What follows belongs to an exercise in optimizing a design on an open flow for small area; a production flow would make more cautious choices.
RTL that was checked went through simulation tests only; none was proved equivalent to the original.
No driver is modelled on the clock port, so clocking that relies on it looks cheaper here than on a real chip.
Power and IR drop assume default switching activity.

north:
==> flow/design.v <==
`default_nettype none
package ntrpt_pkg;
  localparam int DATA_W = 32;
  localparam int DEPTH = 16;
  localparam int PTR_W = $clog2(DEPTH);
  localparam int CNT_W = $clog2(DEPTH + 1);
  localparam int CAUSE_W = 16;
  localparam logic [CAUSE_W-1:0] MTIP_CAUSE = 16'h0080;
  typedef logic [CNT_W-1:0] count_t;
  typedef logic [PTR_W:0] ptr_t;
endpackage
`default_nettype wire
`timescale 1ns/1ps
`default_nettype none
module fifo_occupancy (
  input  logic                           clk,
  input  logic                           reset,
  input  logic                           push,
  input  logic                           pop,
  output logic                           push_acc,
  output logic                           pop_acc,
  output logic [ntrpt_pkg::DEPTH-1:0]    we,
  output logic [ntrpt_pkg::DEPTH-1:0]    we_n,
  output logic [ntrpt_pkg::DEPTH-1:0]    sel,
  output logic                           pndng,
  output logic                           full
);
  logic [ntrpt_pkg::PTR_W-1:0] wr_q;
  logic [ntrpt_pkg::PTR_W-1:0] rd_q;
  logic [ntrpt_pkg::PTR_W-1:0] wr_inc;
  logic [ntrpt_pkg::PTR_W-1:0] rd_inc;
  logic                        pndng_q;
  logic                        full_q;
  assign pop_acc  = pop && pndng_q;
  assign push_acc = push && (!full_q || pop_acc);
  logic [ntrpt_pkg::PTR_W-1:0] wr_d;
  logic [ntrpt_pkg::PTR_W-1:0] rd_d;
  logic                        same_d;
  logic                        push_only;
  logic                        pop_only;
  assign wr_inc = wr_q + 1'b1;
  assign rd_inc = rd_q + 1'b1;
  assign wr_d   = push_acc ? wr_inc : wr_q;
  assign rd_d   = pop_acc  ? rd_inc : rd_q;
  assign push_only = push_acc && !pop_acc;
  assign pop_only  = pop_acc && !push_acc;
  assign same_d = (wr_d == rd_d);
  always_ff @(posedge clk or posedge reset) begin
    if (reset) begin
      wr_q    <= '0;
      rd_q    <= '0;
      pndng_q <= 1'b0;
      full_q  <= 1'b0;
    end else begin
      wr_q    <= wr_d;
      rd_q    <= rd_d;
      full_q  <= same_d && (push_only || (full_q && !pop_only));
      pndng_q <= !same_d || push_only || (full_q && !pop_only);
    end
  end
  slot_decode i_wr_dec (
    .en    (push_acc),
    .slot  (wr_q),
    .hit   (we),
    .hit_n (we_n)
  );
  slot_decode i_rd_dec (
    .en    (pndng_q),
    .slot  (rd_q),
    .hit   (sel),
    .hit_n ()
  );
  assign pndng = pndng_q;
  assign full  = full_q;
endmodule
module slot_decode (
  input  logic                           en,
  input  logic [ntrpt_pkg::PTR_W-1:0]    slot,
  output logic [ntrpt_pkg::DEPTH-1:0]    hit,
  output logic [ntrpt_pkg::DEPTH-1:0]    hit_n
);
  logic [3:0] lo;
  logic [3:0] hi;
  always_comb begin
    for (int j = 0; j < 4; j++) begin
      lo[j] = en && (slot[1:0] == 2'(j));
      hi[j] = (slot[3:2] == 2'(j));
    end
    for (int i = 0; i < ntrpt_pkg::DEPTH; i++) begin
      hit[i]   = lo[i % 4] && hi[i / 4];
      hit_n[i] = !(lo[i % 4] && hi[i / 4]);
    end
  end
endmodule
`default_nettype wire
`timescale 1ns/1ps
`default_nettype none
module store_phase (
  input  logic                          clk,
  input  logic                          reset,
  input  logic [ntrpt_pkg::DATA_W-1:0]  wr_data,
  output logic [ntrpt_pkg::DATA_W-1:0]  wr_enc,
  output logic                          phase
);
  logic phase_q;
  always_ff @(posedge clk or posedge reset) begin
    if (reset) begin
      phase_q <= 1'b0;
    end else begin
      phase_q <= !phase_q;
    end
  end
  assign wr_enc = wr_data ^ {ntrpt_pkg::DATA_W{phase_q}};
  assign phase  = phase_q;
endmodule
module shift_store (
  input  logic                                               clk,
  input  logic [ntrpt_pkg::DEPTH-1:0]                        we,
  input  logic [ntrpt_pkg::DEPTH-1:0]                        we_n,
  input  logic [ntrpt_pkg::DATA_W-1:0]                       wr_enc,
  output logic [ntrpt_pkg::DEPTH-1:0][ntrpt_pkg::DATA_W-1:0] entries
);
  always_ff @(posedge clk) begin
    for (int i = 0; i < ntrpt_pkg::DEPTH; i++) begin
      entries[i] <= ~((entries[i] | {ntrpt_pkg::DATA_W{we[i]}})
                    & (wr_enc     | {ntrpt_pkg::DATA_W{we_n[i]}}));
    end
  end
endmodule
`default_nettype wire
`timescale 1ns/1ps
`default_nettype none
module sel3_n (
  input  logic [2:0] d,
  input  logic [2:0] s,
  output logic       y_n
);
  assign y_n = !((d[0] && s[0]) || (d[1] && s[1]) || (d[2] && s[2]));
endmodule
module sel1_n (
  input  logic d,
  input  logic s,
  output logic y_n
);
  assign y_n = !(d && s);
endmodule
module read_select (
  input  logic [ntrpt_pkg::DEPTH-1:0][ntrpt_pkg::DATA_W-1:0] entries,
  input  logic [ntrpt_pkg::DEPTH-1:0]                        sel,
  input  logic                                               phase,
  input  logic                                               pndng,
  output logic [ntrpt_pkg::DATA_W-1:0]                       dout
);
  logic flip;
  assign flip = phase && pndng;
  for (genvar b = 0; b < ntrpt_pkg::DATA_W; b++) begin : g_bit
    logic [5:0] part_n;
    for (genvar g = 0; g < 5; g++) begin : g_grp
      sel3_n i_sel3 (
        .d   ({entries[3*g+2][b], entries[3*g+1][b], entries[3*g][b]}),
        .s   (sel[3*g+2:3*g]),
        .y_n (part_n[g])
      );
    end
    sel1_n i_sel1 (
      .d   (entries[15][b]),
      .s   (sel[15]),
      .y_n (part_n[5])
    );
    assign dout[b] = !(&part_n) ^ flip;
  end
endmodule
`default_nettype wire
`timescale 1ns/1ps
`default_nettype none
module cause_scan (
  input  logic                          clk,
  input  logic                          reset,
  input  logic                          push_acc,
  input  logic                          pop_acc,
  input  logic [ntrpt_pkg::DATA_W-1:0]  wr_data,
  input  logic [ntrpt_pkg::DATA_W-1:0]  head,
  output logic                          mtip
);
  ntrpt_pkg::count_t tcnt_q;
  ntrpt_pkg::count_t tgl;
  logic              inc;
  logic              dec;
  logic              up;
  logic              dn;
  assign inc = push_acc && (wr_data[ntrpt_pkg::CAUSE_W-1:0] == ntrpt_pkg::MTIP_CAUSE);
  assign dec = pop_acc  && (head[ntrpt_pkg::CAUSE_W-1:0]    == ntrpt_pkg::MTIP_CAUSE);
  assign up  = inc && !dec;
  assign dn  = dec && !inc;
  always_comb begin
    for (int k = 0; k < ntrpt_pkg::CNT_W; k++) begin
      tgl[k] = (up && (&(tcnt_q | ~ntrpt_pkg::count_t'((1 << k) - 1))))
            || (dn && !(|(tcnt_q & ntrpt_pkg::count_t'((1 << k) - 1))));
    end
  end
  always_ff @(posedge clk or posedge reset) begin
    if (reset) begin
      tcnt_q <= '0;
    end else begin
      tcnt_q <= tcnt_q ^ tgl;
    end
  end
  assign mtip = (tcnt_q != '0);
endmodule
`default_nettype wire
`timescale 1ns/1ps
`default_nettype none
module ntrpt_cam_fifo (
  input  logic              clk,
  input  logic              reset,
  input  logic              push,
  input  logic              pop,
  input  logic [31:0]       din,
  output logic [31:0]       dout,
  output logic              pndng,
  output logic              full,
  output logic              mtip
);
  logic                        push_acc;
  logic                        pop_acc;
  logic [ntrpt_pkg::DEPTH-1:0] we;
  logic [ntrpt_pkg::DEPTH-1:0] we_n;
  logic [ntrpt_pkg::DEPTH-1:0] sel;
  logic [ntrpt_pkg::DATA_W-1:0]                       wr_enc;
  logic                                               phase;
  logic [ntrpt_pkg::DEPTH-1:0][ntrpt_pkg::DATA_W-1:0] entries;
  fifo_occupancy i_occupancy (
    .clk      (clk),
    .reset    (reset),
    .push     (push),
    .pop      (pop),
    .push_acc (push_acc),
    .pop_acc  (pop_acc),
    .we       (we),
    .we_n     (we_n),
    .sel      (sel),
    .pndng    (pndng),
    .full     (full)
  );
  store_phase i_phase (
    .clk     (clk),
    .reset   (reset),
    .wr_data (din),
    .wr_enc  (wr_enc),
    .phase   (phase)
  );
  shift_store i_store (
    .clk     (clk),
    .we      (we),
    .we_n    (we_n),
    .wr_enc  (wr_enc),
    .entries (entries)
  );
  read_select i_read (
    .entries (entries),
    .sel     (sel),
    .phase   (phase),
    .pndng   (pndng),
    .dout    (dout)
  );
  cause_scan i_scan (
    .clk      (clk),
    .reset    (reset),
    .push_acc (push_acc),
    .pop_acc  (pop_acc),
    .wr_data  (din),
    .head     (dout),
    .mtip     (mtip)
  );
endmodule
`default_nettype wire
clock: 6.0 ns
lec_check: 0
cap_margin: 0
core_margin: 2
core_utilization: 40
slew_margin: 0
synth_hierarchical: 1
standard.sh (not shown) runs the stock make flow with config.mk's settings and CLKGATE_MAP_FILE= SYNTH_SCRIPT=/design/flow/synth_recipe.tcl, a recipe that flattens the netlist after the stock synthesis.
==> flow/flow/run.sh <==
#!/bin/bash
# Own layout flow: the standard ORFS flow (standard.sh), with
#  - port buffers of the smallest buffer cell instead of the default pick
#  - clock tree built from one buffer type with larger sink clusters,
#    and without dummy loads
set -e
cp standard.sh standard_sh_copy.log
export BUFFER_PORTS_ARGS="-buffer_cell sky130_fd_sc_hd__buf_1"
export CTS_ARGS="-sink_clustering_enable -repair_clock_nets -dont_use_dummy_load -buf_list sky130_fd_sc_hd__clkbuf_16 -sink_clustering_size 30 -sink_clustering_max_diameter 60"
export POST_CTS_TCL="$PWD/flow/clk_downsize.tcl"
export CLK_DOWNSIZE_LIMIT_PS=115
bash standard.sh > standard.log 2>&1
==> flow/flow/clk_downsize.tcl <==
# Post-CTS step: swap clock-tree buffers for smaller ones wherever the
# slew at every flip-flop clock pin stays under CLK_DOWNSIZE_LIMIT_PS
# (placement-estimated parasitics). Tries the smallest candidate first.
set lim_ps $::env(CLK_DOWNSIZE_LIMIT_PS)
set cands {sky130_fd_sc_hd__clkbuf_4 sky130_fd_sc_hd__clkbuf_8}

proc clk_worst_ps {} {
  set worst 0
  foreach pin [all_registers -clock_pins -edge_triggered] {
    foreach edge {rise fall} {
      foreach a {min max} {
        set ps [expr {[sta::time_ui_sta [get_property $pin slew_${a}_$edge]] * 1e12}]
        if {$ps > $worst} { set worst $ps }
      }
    }
  }
  return $worst
}

estimate_parasitics -placement
set before [clk_worst_ps]
puts "clk_downsize: worst clock-pin slew before: $before ps, limit $lim_ps ps"
if {$before <= $lim_ps} {
  # leaves first: a leaf buffer drives flip-flops directly
  set leaves {}
  set upper {}
  foreach inst [get_cells *] {
    set ref [get_property $inst ref_name]
    if {$ref eq "sky130_fd_sc_hd__clkbuf_16"} {
      if {[string match "*leaf*" [get_full_name $inst]]} { lappend leaves $inst } else { lappend upper $inst }
    }
  }
  set bufs [concat $leaves $upper]
  set n 0
  foreach inst $bufs {
    set name [get_full_name $inst]
    foreach c $cands {
      replace_cell $inst $c
      estimate_parasitics -placement
      if {[clk_worst_ps] <= $lim_ps} {
        puts "clk_downsize: $name -> $c"
        incr n
        break
      }
      replace_cell $inst sky130_fd_sc_hd__clkbuf_16
    }
  }
  estimate_parasitics -placement
  puts "clk_downsize: $n buffers downsized, worst clock-pin slew after: [clk_worst_ps] ps"
}
Modified inputs, south compared to north
diff --git a/flow/design.v b/flow/design.v
--- a/flow/design.v
+++ b/flow/design.v
@@ -57,41 +57,17 @@
       full_q  <= same_d && (push_only || (full_q && !pop_only));
       pndng_q <= !same_d || push_only || (full_q && !pop_only);
     end
   end
-  slot_decode i_wr_dec (
-    .en    (push_acc),
-    .slot  (wr_q),
-    .hit   (we),
-    .hit_n (we_n)
-  );
-  slot_decode i_rd_dec (
-    .en    (pndng_q),
-    .slot  (rd_q),
-    .hit   (sel),
-    .hit_n ()
-  );
+  always_comb begin
+    for (int i = 0; i < ntrpt_pkg::DEPTH; i++) begin
+      we[i]   = push_acc && (wr_q == ntrpt_pkg::PTR_W'(i));
+      we_n[i] = !we[i];
+      sel[i]  = pndng_q && (rd_q == ntrpt_pkg::PTR_W'(i));
+    end
+  end
   assign pndng = pndng_q;
   assign full  = full_q;
-endmodule
-module slot_decode (
-  input  logic                           en,
-  input  logic [ntrpt_pkg::PTR_W-1:0]    slot,
-  output logic [ntrpt_pkg::DEPTH-1:0]    hit,
-  output logic [ntrpt_pkg::DEPTH-1:0]    hit_n
-);
-  logic [3:0] lo;
-  logic [3:0] hi;
-  always_comb begin
-    for (int j = 0; j < 4; j++) begin
-      lo[j] = en && (slot[1:0] == 2'(j));
-      hi[j] = (slot[3:2] == 2'(j));
-    end
-    for (int i = 0; i < ntrpt_pkg::DEPTH; i++) begin
-      hit[i]   = lo[i % 4] && hi[i / 4];
-      hit_n[i] = !(lo[i % 4] && hi[i / 4]);
-    end
-  end
 endmodule
 `default_nettype wire
 `timescale 1ns/1ps
 `default_nettype none
[summary]
The total of fill cells in the finished design on south is in line with that on north. Looking at power, south sits about 1.7% below north. Looking at proportion of power drawn by the clock network across north and south, the one that comes out higher is south. south: length of routed met2 wiring is 4.4% higher than what north reported. south vs north — worst setup skew after layout rose 0.081 ns. Post-route clock period utilization ended up 2.0 points lower on south than on north. south against north; routed wire length per instance is up by a few percent. north -> south: final standard cell count with taps included and fillers excluded flat. Where maximum frequency is concerned, north is outperformed by south. On post-detailed-routing wire length, the lower figure sits with north, not south. Combinational power share for south: 0.9 points down relative to north. Relative to north, south improves worst-case setup slack after placement. The via count reported for south is higher than the one for north.

---

== delta ==
Another version of the RTL of ntrpt_cam_fifo (not shown whole).
Size in the first run: roughly 1800 cells after synthesis, about 530 flip-flops.
==> module shift_store, before the edit <==
module shift_store (
  input  logic                                               clk,
  input  logic                                               reset,
  input  logic                                               push_acc,
  input  logic                                               pop_acc,
  input  logic [ntrpt_pkg::PTR_W-1:0]                        wr_slot,
  input  logic [ntrpt_pkg::PTR_W-1:0]                        rd_slot,
  input  logic [ntrpt_pkg::DATA_W-1:0]                       wr_data,
  output logic [ntrpt_pkg::DEPTH-1:0][ntrpt_pkg::DATA_W-1:0] entries
);
  logic                                               wipe_q;
  logic [ntrpt_pkg::DEPTH-1:0]                        we;
  logic [ntrpt_pkg::DEPTH-1:0]                        keep;
  logic [ntrpt_pkg::DEPTH-1:0][ntrpt_pkg::DATA_W-1:0] nxt_entries;
  always_ff @(posedge clk or posedge reset) begin
    if (reset) begin
      wipe_q <= 1'b1;
    end else begin
      wipe_q <= 1'b0;
    end
  end
  always_comb begin
    for (int i = 0; i < ntrpt_pkg::DEPTH; i++) begin
      we[i]   = push_acc && (wr_slot == ntrpt_pkg::PTR_W'(i));
      keep[i] = !wipe_q && !(pop_acc && (rd_slot == ntrpt_pkg::PTR_W'(i)));
      nxt_entries[i] = (entries[i] & {ntrpt_pkg::DATA_W{keep[i]}})
                     | (wr_data    & {ntrpt_pkg::DATA_W{we[i]}});
    end
  end
  always_ff @(posedge clk) begin
    entries <= nxt_entries;
  end
endmodule
==> module ntrpt_cam_fifo, before the edit <==
module ntrpt_cam_fifo (
  input  logic              clk,
  input  logic              reset,
  input  logic              push,
  input  logic              pop,
  input  logic [31:0]       din,
  output logic [31:0]       dout,
  output logic              pndng,
  output logic              full,
  output logic              mtip
);
  logic                        push_acc;
  logic                        pop_acc;
  logic [ntrpt_pkg::PTR_W-1:0] wr_slot;
  logic [ntrpt_pkg::PTR_W-1:0] rd_slot;
  logic [ntrpt_pkg::DEPTH-1:0][ntrpt_pkg::DATA_W-1:0] entries;
  fifo_occupancy i_occupancy (
    .clk      (clk),
    .reset    (reset),
    .push     (push),
    .pop      (pop),
    .push_acc (push_acc),
    .pop_acc  (pop_acc),
    .wr_slot  (wr_slot),
    .rd_slot  (rd_slot),
    .pndng    (pndng),
    .full     (full)
  );
  shift_store i_store (
    .clk      (clk),
    .reset    (reset),
    .push_acc (push_acc),
    .pop_acc  (pop_acc),
    .wr_slot  (wr_slot),
    .rd_slot  (rd_slot),
    .wr_data  (din),
    .entries  (entries)
  );
  read_select i_read (
    .entries (entries),
    .rd_slot (rd_slot),
    .pndng   (pndng),
    .dout    (dout)
  );
  cause_scan i_scan (
    .clk      (clk),
    .reset    (reset),
    .push_acc (push_acc),
    .pop_acc  (pop_acc),
    .wr_data  (din),
    .head     (dout),
    .mtip     (mtip)
  );
endmodule
clock: 6.0 ns
lec_check: 0
cap_margin: 20
core_margin: 2
core_utilization: 40
cts_buf_list: sky130_fd_sc_hd__clkbuf_16
cts_cluster_diameter: 70
cts_cluster_size: 35
slew_margin: 20
run.sh (not shown) runs the stock make flow with config.mk's settings and CLKGATE_MAP_FILE= SYNTH_SCRIPT=/design/flow/synth_recipe.tcl, a recipe that flattens the netlist after the stock synthesis.
Stock flow here: none of the scripts above is used.
delta: PASS, flow complete, no timing, DRC or antenna violations
Input-level comparison between ember and delta:
-- flow/design.v --
<<< delta, line 55
module shift_store (
  input  logic                                               clk,
  input  logic                                               reset,
  input  logic                                               push_acc,
  input  logic                                               pop_acc,
  input  logic [ntrpt_pkg::PTR_W-1:0]                        wr_slot,
  input  logic [ntrpt_pkg::PTR_W-1:0]                        rd_slot,
  input  logic [ntrpt_pkg::DATA_W-1:0]                       wr_data,
  output logic [ntrpt_pkg::DEPTH-1:0][ntrpt_pkg::DATA_W-1:0] entries
);
  logic                                               wipe_q;
  logic [ntrpt_pkg::DEPTH-1:0]                        we;
  logic [ntrpt_pkg::DEPTH-1:0]                        keep;
  logic [ntrpt_pkg::DEPTH-1:0][ntrpt_pkg::DATA_W-1:0] nxt_entries;
  always_ff @(posedge clk or posedge reset) begin
    if (reset) begin
      wipe_q <= 1'b1;
    end else begin
      wipe_q <= 1'b0;
    end
  end
  always_comb begin
    for (int i = 0; i < ntrpt_pkg::DEPTH; i++) begin
      we[i]   = push_acc && (wr_slot == ntrpt_pkg::PTR_W'(i));
      keep[i] = !wipe_q && !(pop_acc && (rd_slot == ntrpt_pkg::PTR_W'(i)));
      nxt_entries[i] = (entries[i] & {ntrpt_pkg::DATA_W{keep[i]}})
                     | (wr_data    & {ntrpt_pkg::DATA_W{we[i]}});
    end
  end
  always_ff @(posedge clk) begin
    entries <= nxt_entries;
  end
endmodule
>>> ember, line 55
module shift_store (
  input  logic                                               clk,
  input  logic                                               push_acc,
  input  logic [ntrpt_pkg::PTR_W-1:0]                        wr_slot,
  input  logic [ntrpt_pkg::DATA_W-1:0]                       wr_data,
  output logic [ntrpt_pkg::DEPTH-1:0][ntrpt_pkg::DATA_W-1:0] entries
);
  always_ff @(posedge clk) begin
    for (int i = 0; i < ntrpt_pkg::DEPTH; i++) begin
      if (push_acc && (wr_slot == ntrpt_pkg::PTR_W'(i))) begin
        entries[i] <= wr_data;
      end
    end
  end
endmodule
<<< delta, line 169
  shift_store i_store (
    .clk      (clk),
    .reset    (reset),
    .push_acc (push_acc),
    .pop_acc  (pop_acc),
    .wr_slot  (wr_slot),
    .rd_slot  (rd_slot),
    .wr_data  (din),
    .entries  (entries)
>>> ember, line 151
  shift_store i_store (
    .clk      (clk),
    .push_acc (push_acc),
    .wr_slot  (wr_slot),
    .wr_data  (din),
    .entries  (entries)
==> run notes <==
ember vs delta, overall track demand over capacity in global routing went down by 6.7 points.
Compared ember vs delta, and async set-or-reset flop fraction in the synthesized netlist is down in ember.
delta reports its master of the slowest instance on the critical path as dfrtp_1 while ember reports and2_1.
Cmp delta and ember / final net count / higher: delta
Re cell area after synthesis: delta was higher than ember.
In the tables for delta and ember, clock latency of the later-clocked register in the worst-skew pair reads higher with delta.
The via count in ember sits about 33% below the value recorded for delta.
The higher share of the clock period used by the worst path after layout of delta and ember is in ember.
Diff delta -> ember: CTS sink count held; number of placed instances with taps included went down about 23%; critical path depth went up 1.
Re minimum hold slack: delta and ember aren't equal, and the higher value belongs to ember.
ember ended up with a higher final total power than delta did.
For delta, only the layout was checked, not whether the RTL still works.

-- static timing again, ports no longer ideal --
Ports are ideal in the flow. The routed layouts listed here were re-timed in OpenROAD. Step 1 sets driving cells, clkbuf_16 on the clock port and buf_2 on the other inputs (assumed; they add their load-dependent delay and slew). Step 2 also shifts input and output timing later by t, the mid clock arrival at the registers, as if the neighbouring blocks saw the same clock. Slacks: no drivers / after step 1 / after step 2; pairs: no drivers / after step 1.
run	t (ns)	setup slack, ns	latest minus earliest clock arrival (ns)	slew at the worst register clock pin (ns)
north	0.788	0.871 / 0.823 / 1.326	0.054 / 0.054	0.11 / 0.11
south	0.752	0.990 / 0.937 / 1.336	0.137 / 0.136	0.12 / 0.12
delta	0.684	0.451 / 0.392 / 0.911	0.031 / 0.030	0.11 / 0.11
ember	0.649	0.353 / 0.301 / 0.950	0.031 / 0.031	0.12 / 0.12
After both steps setup and hold are still met in every run listed.
